This design comes from an exercise in tuning for small area and a short achievable clock period on the open sky130 flow, not from production work. At most, simulation tests tie the RTL to the original design; equivalence was not proved. Power and IR drop assume default switching activity.

Setup of P:
## maxpool_tree_cell
module maxpool_tree_cell #(
  parameter int DATA_WIDTH = 32,
  parameter int WINDOW     = 9
) (
  input  logic                         C_IN_CLK,
  input  logic                         C_IN_RST,
  input  logic                         C_IN_FLUSH,
  input  logic                         C_IN_MODE,
  input  logic                         C_IN_DATA_VALID,
  input  logic [WINDOW*DATA_WIDTH-1:0] D_IN_DATA,
  output logic                         C_OUT_IN_READY,
  input  logic                         C_IN_OUT_READY,
  output logic                         C_OUT_DATA_VALID,
  output logic [DATA_WIDTH-1:0]        C_OUT_DATA
);
  localparam int NV = 4;
  logic [NV-1:0] v4_q;
  logic [NV-1:0] en;
  logic [2:0]    vld_q;
  logic          md1_q;
  logic [95:0]   s1_d;
  logic [95:0]   s1_q;
  logic [31:0]   s2_d;
  logic [31:0]   s2_q, s3_q, s4_q;
  assign en               = ~v4_q | {NV{C_IN_OUT_READY}};
  assign C_OUT_IN_READY   = en[0];
  assign C_OUT_DATA_VALID = v4_q[0];
  ...
Size in the first run: roughly 2400 cells after synthesis, about 200 flip-flops, about 330 I/O pins, about 16000 um2 of cells after synthesis.
Settings: LEC_CHECK=0, ABC_AREA=1, CAP_MARGIN=20, CORE_MARGIN=2, CORE_UTILIZATION=60, GPL_TIMING_DRIVEN=0, SETUP_SLACK_MARGIN=1.0, SLEW_MARGIN=70; clock period 3.6 ns.
standard.sh (not shown) runs the stock make flow with config.mk's settings and CLKGATE_MAP_FILE= SYNTH_SCRIPT=/design/flow/synth_recipe.tcl, a recipe that flattens the netlist after the stock synthesis.
==> flow/flow/run.sh <==
#!/bin/bash
# Standard ORFS layout with three changes:
#  - synthesis maps with flow/abc_map.script (same passes and names otherwise);
#  - the port buffers are plain buf_1 cells instead of buffer_ports' default
#    delay cells;
#  - the buffers ABC inserts are removed at floorplan so placement rebuilds
#    the fanout trees.
set -euo pipefail
W=$PWD
export FLOW_ABC_SCRIPT=$W/flow/abc_map.script
export FLOW_SYNTH_TCL=$W/synth_recipe.tcl
bash standard.sh SYNTH_SCRIPT=$W/flow/synth_wrap.tcl synth > synth.log 2>&1
bash standard.sh SYNTH_SCRIPT=$W/flow/synth_wrap.tcl \
  BUFFER_PORTS_ARGS="-buffer_cell sky130_fd_sc_hd__buf_1" REMOVE_ABC_BUFFERS=1 \
  finish > layout.log 2>&1
==> flow/flow/abc_map.script <==
strash
dch
map -D 1000
topo
stime -c
buffer -c
upsize -c -D 1000
dnsize -c -D 1000
==> flow/flow/synth_wrap.tcl <==
# The standard flow's synthesis script unchanged, except that ABC maps the logic with
# flow/abc_map.script: delay-driven mapping with area recovery.
proc abc {args} {
  set i [lsearch $args -script]
  lset args [expr {$i + 1}] $::env(FLOW_ABC_SCRIPT)
  yosys abc {*}$args
}
source $::env(FLOW_SYNTH_TCL)
## Diff of input files: Q against P
- swapping 60 for 50 in CORE_UTILIZATION
- swapping 70 for 20 in SLEW_MARGIN
==> run notes <==
- Q was carried through to the last stage, and its layout satisfied the timing, design-rule and antenna checks.
- There was hardly any difference in register cell area after layout between P and Q.
- Changes observed in Q relative to P: worst-case hold slack increased by 0.011 ns relative to the old numbers; count of plain and timing-repair buffers in the layout dropped 11; wire length climbed 1.4 mm; net total in the final layout decreased by about 0.37% relative to the old numbers.
- Compared to P, Q has clock share of power 0.4 points higher.
- Q: filler cell count in the final layout is about 43% higher than what P reported.
- Comparing Q and P, the lower first-pass GRT wire length is on P.
- Q leaves less setup margin than P.
- Compared with P, site row count in Q increased by more than 10%.
- Compared to P, Q was floorplanned on a bigger die.
diff inputs: Q => R
- SLEW_MARGIN now 70, was 20
Findings:
R against Q: sequential power ~0 delta; final wirelength went up; growth of design area from synthesis to finish saw an increase.
Flip-flop and latch share of the layout cell area: Q and R compared, lower one is R
Summary — average routed wire per standard cell, R relative to Q: higher, by 0.13 um.
No run of this note included a check of the RTL's function; only the layout flow was run.

========
== the previous run ==
maxpool_tree_cell, a different RTL version from the one above (not shown whole).
For scale: roughly 200 flip-flops, ~330 I/O pins, about 16000 sq um of cells after synthesis.
export LEC_CHECK = 0
export ABC_AREA = 1
export CAP_MARGIN = 20
export CORE_MARGIN = 2
export CORE_UTILIZATION = 50
export GPL_TIMING_DRIVEN = 0
export SETUP_SLACK_MARGIN = 1.2
export SLEW_MARGIN = 70
create_clock -name core_clock -period 3.6 [get_ports {C_IN_CLK}]
==> flow/flow/run.sh <==
#!/bin/bash
# Standard ORFS layout with three changes:
#  - synthesis maps with flow/abc_map.script (same passes and names otherwise);
#  - the port buffers are plain buf_2 cells instead of buffer_ports' default
#    delay cells;
#  - the buffers ABC inserts are removed at floorplan so placement rebuilds
#    the fanout trees.
set -euo pipefail
W=$PWD
export FLOW_ABC_SCRIPT=$W/flow/abc_map.script
export FLOW_SYNTH_TCL=$W/synth_recipe.tcl
bash standard.sh SYNTH_SCRIPT=$W/flow/synth_wrap.tcl synth > synth.log 2>&1
bash standard.sh SYNTH_SCRIPT=$W/flow/synth_wrap.tcl \
  BUFFER_PORTS_ARGS="-buffer_cell sky130_fd_sc_hd__buf_2" REMOVE_ABC_BUFFERS=1 \
  finish > layout.log 2>&1
==> flow/flow/abc_map.script <==
strash
dch
map -D 1400
topo
stime -c
buffer -c
upsize -c -D 1400
dnsize -c -D 1400
Scripts as last shown in full above: flow/flow/synth_wrap.tcl
#### Input delta (the current run over the previous run)
==> flow/flow/abc_map.script <==
strash
dch
map -D 1000
topo
stime -c
buffer -c
upsize -c -D 1000
dnsize -c -D 1000
## What came out
In the metrics for the previous run and the current run, the one carrying the lower peak supply drop is the previous run.
The met3 global-route usage number comes out higher for the previous run vs the current run.
On post-route minimum period: between the previous run and the current run, it ends up lower for the current run.

========
Setup of lane 1:
Starting RTL as in the previous note.
==> flow/design.v (excerpt) <==
module maxpool_tree_cell #(
  parameter int DATA_WIDTH = 32,
  parameter int WINDOW     = 9
) (
  input  logic                         C_IN_CLK,
  input  logic                         C_IN_RST,
  input  logic                         C_IN_FLUSH,
  input  logic                         C_IN_MODE,
  input  logic                         C_IN_DATA_VALID,
  input  logic [WINDOW*DATA_WIDTH-1:0] D_IN_DATA,
  output logic                         C_OUT_IN_READY,
  input  logic                         C_IN_OUT_READY,
  output logic                         C_OUT_DATA_VALID,
  output logic [DATA_WIDTH-1:0]        C_OUT_DATA
);
  localparam int NV = 5;
  logic [NV-1:0] v4_q;
  logic [NV-1:0] en;
  logic [2:0]    vld_q;
  logic          md1_q;
  logic [95:0]   s1_d;
  logic [95:0]   s1_q;
  logic [31:0]   s2_d;
  logic [31:0]   s2_q, s3_q, s4_q;
  assign en               = ~v4_q | {NV{C_IN_OUT_READY}};
  assign C_OUT_IN_READY   = en[0];
  assign C_OUT_DATA_VALID = v4_q[0];
  for (genvar g = 0; g < 3; g++) begin : g_s1
    maxpool_sel3 u_sel (
      .a    (D_IN_DATA[(3*g)*32   +: 32]),
      .b    (D_IN_DATA[(3*g+1)*32 +: 32]),
      .c    (D_IN_DATA[(3*g+2)*32 +: 32]),
      .q    (s1_q[32*g +: 32]),
      .mode (C_IN_MODE),
      .en   (en[(g == 2) ? 3 : 2]),
      .y    (s1_d[32*g +: 32])
    );
  end
  maxpool_sel3 u_s2 (
    .a    (s1_q[31:0]),
    .b    (s1_q[63:32]),
    .c    (s1_q[95:64]),
    .q    (s2_q),
    .mode (md1_q),
    .en   (en[3]),
    .y    (s2_d)
  );
  always_ff @(posedge C_IN_CLK or posedge C_IN_RST) begin
    if (C_IN_RST)        vld_q <= '0;
    else if (C_IN_FLUSH) vld_q <= '0;
    else if (en[4])      vld_q <= {vld_q[1:0], C_IN_DATA_VALID};
  end
  for (genvar k = 0; k < NV; k++) begin : g_v4
  ...
Settings: LEC_CHECK=0, ABC_AREA=1, CAP_MARGIN=20, CORE_MARGIN=2, CORE_UTILIZATION=60, GPL_TIMING_DRIVEN=0, SETUP_SLACK_MARGIN=1.0, SLEW_MARGIN=20; clock period 3.6 ns.
==> flow/flow/run.sh <==
#!/bin/bash
# Standard ORFS layout with three changes:
#  - synthesis maps with flow/abc_map.script (same passes and names otherwise);
#  - the port buffers are plain buf_1 cells instead of buffer_ports' default
#    delay cells;
#  - the buffers ABC inserts are removed at floorplan so placement rebuilds
#    the fanout trees.
set -euo pipefail
W=$PWD
export FLOW_ABC_SCRIPT=$W/flow/abc_map.script
export FLOW_SYNTH_TCL=$W/synth_recipe.tcl
bash standard.sh SYNTH_SCRIPT=$W/flow/synth_wrap.tcl synth > synth.log 2>&1
bash standard.sh SYNTH_SCRIPT=$W/flow/synth_wrap.tcl \
  BUFFER_PORTS_ARGS="-buffer_cell sky130_fd_sc_hd__buf_1" REMOVE_ABC_BUFFERS=1 \
  finish > layout.log 2>&1
==> flow/flow/abc_map.script <==
strash
dch
map -D 1000
topo
stime -c
buffer -c
upsize -c -D 1000
dnsize -c -D 1000
Scripts as last shown in full above: flow/flow/synth_wrap.tcl
Lane 1 has completed all stages; timing, DRC and antenna checks passed.
Inputs modified between lane 1 and lane 2:
- changing CORE_UTILIZATION from 60 to 50
- changing SLEW_MARGIN from 20 to 70
- changing SETUP_SLACK_MARGIN from 1.0 to 1.3
==> flow/flow/run.sh <==
#!/bin/bash
# Standard ORFS layout with three changes:
#  - synthesis maps with flow/abc_map.script (same passes and names otherwise);
#  - the port buffers are plain buf_2 cells instead of buffer_ports' default
#    delay cells;
#  - the buffers ABC inserts are removed at floorplan so placement rebuilds
#    the fanout trees.
set -euo pipefail
W=$PWD
export FLOW_ABC_SCRIPT=$W/flow/abc_map.script
export FLOW_SYNTH_TCL=$W/synth_recipe.tcl
bash standard.sh SYNTH_SCRIPT=$W/flow/synth_wrap.tcl synth > synth.log 2>&1
bash standard.sh SYNTH_SCRIPT=$W/flow/synth_wrap.tcl \
  BUFFER_PORTS_ARGS="-buffer_cell sky130_fd_sc_hd__buf_2" REMOVE_ABC_BUFFERS=1 \
  finish > layout.log 2>&1
Findings:
- Per the comparison of lane 2 with lane 1, tap cell count rose 101, utilization fell 1.2 points, non-clock buffer count rose 58, routed wire length rose 15000 um.
- The width of the die in lane 2 was higher than what lane 1 gave.
- Worst hold margin came out lower on lane 2 than on lane 1.
- Between lane 2 and lane 1, the final cell count is higher for lane 2.
- Diff lane 1 -> lane 2 | die area | up by more than 10%
- Buffering stage count on the worst path with inverters included, lane 2 and lane 1, higher one = lane 2.
- Delta(worst path setup slack after routing, lane 2 - lane 1) > 0
- Sequential share of layout area was lower in lane 2 than in lane 1.

==> re-timing with driven ports <==
How much do the figures lean on ideal ports? The routed layouts below were timed once more, with nothing changed but the port constraints. Step 1 sets driving cells, clkbuf_16 on the clock port and buf_2 on the other inputs (assumed; they add their load-dependent delay and slew). Step 2 times the ports against the registers' clock, not the clock port: input delays grow and output delays shrink by t, the midpoint of the rising clock arrivals with the driver on. a / b / c = ideal / step 1 / step 2; a / b = the first two.
| run | t, ns | slack for setup (ns) | worst hold slack (ns) | worst setup path at the end | worst register clock-pin slew, ns |
|---|---|---|---|---|---|
| P | 0.492 | 1.070 / 1.099 / 0.607 | 0.200 / 0.169 / 0.433 | input to register | 0.08 / 0.08 |
| Q | 0.493 | 1.046 / 1.067 / 0.574 | 0.211 / 0.178 / 0.429 | input to register | 0.09 / 0.09 |
| R | 0.497 | 1.043 / 1.061 / 0.563 | 0.186 / 0.156 / 0.424 | input to register | 0.09 / 0.09 |
| the previous run | 0.571 | 1.104 / 1.114 / 0.543 | 0.155 / 0.123 / 0.417 | input to register | 0.06 / 0.06 |
| the current run | 0.581 | 1.141 / 1.141 / 0.725 | 0.122 / 0.088 / 0.416 | input to register | 0.07 / 0.07 |
| lane 1 | 0.554 | 1.072 / 1.101 / 0.546 | 0.134 / 0.106 / 0.415 | input to register | 0.07 / 0.07 |
| lane 2 | 0.585 | 1.219 / 1.233 / 0.665 | 0.113 / 0.081 / 0.414 | input to register | 0.07 / 0.07 |
After both steps setup and hold are still met in every run listed. For the previous run, which loses most, drivers alone change the setup slack by +0.010 ns; drivers and shift together by -0.561 ns.
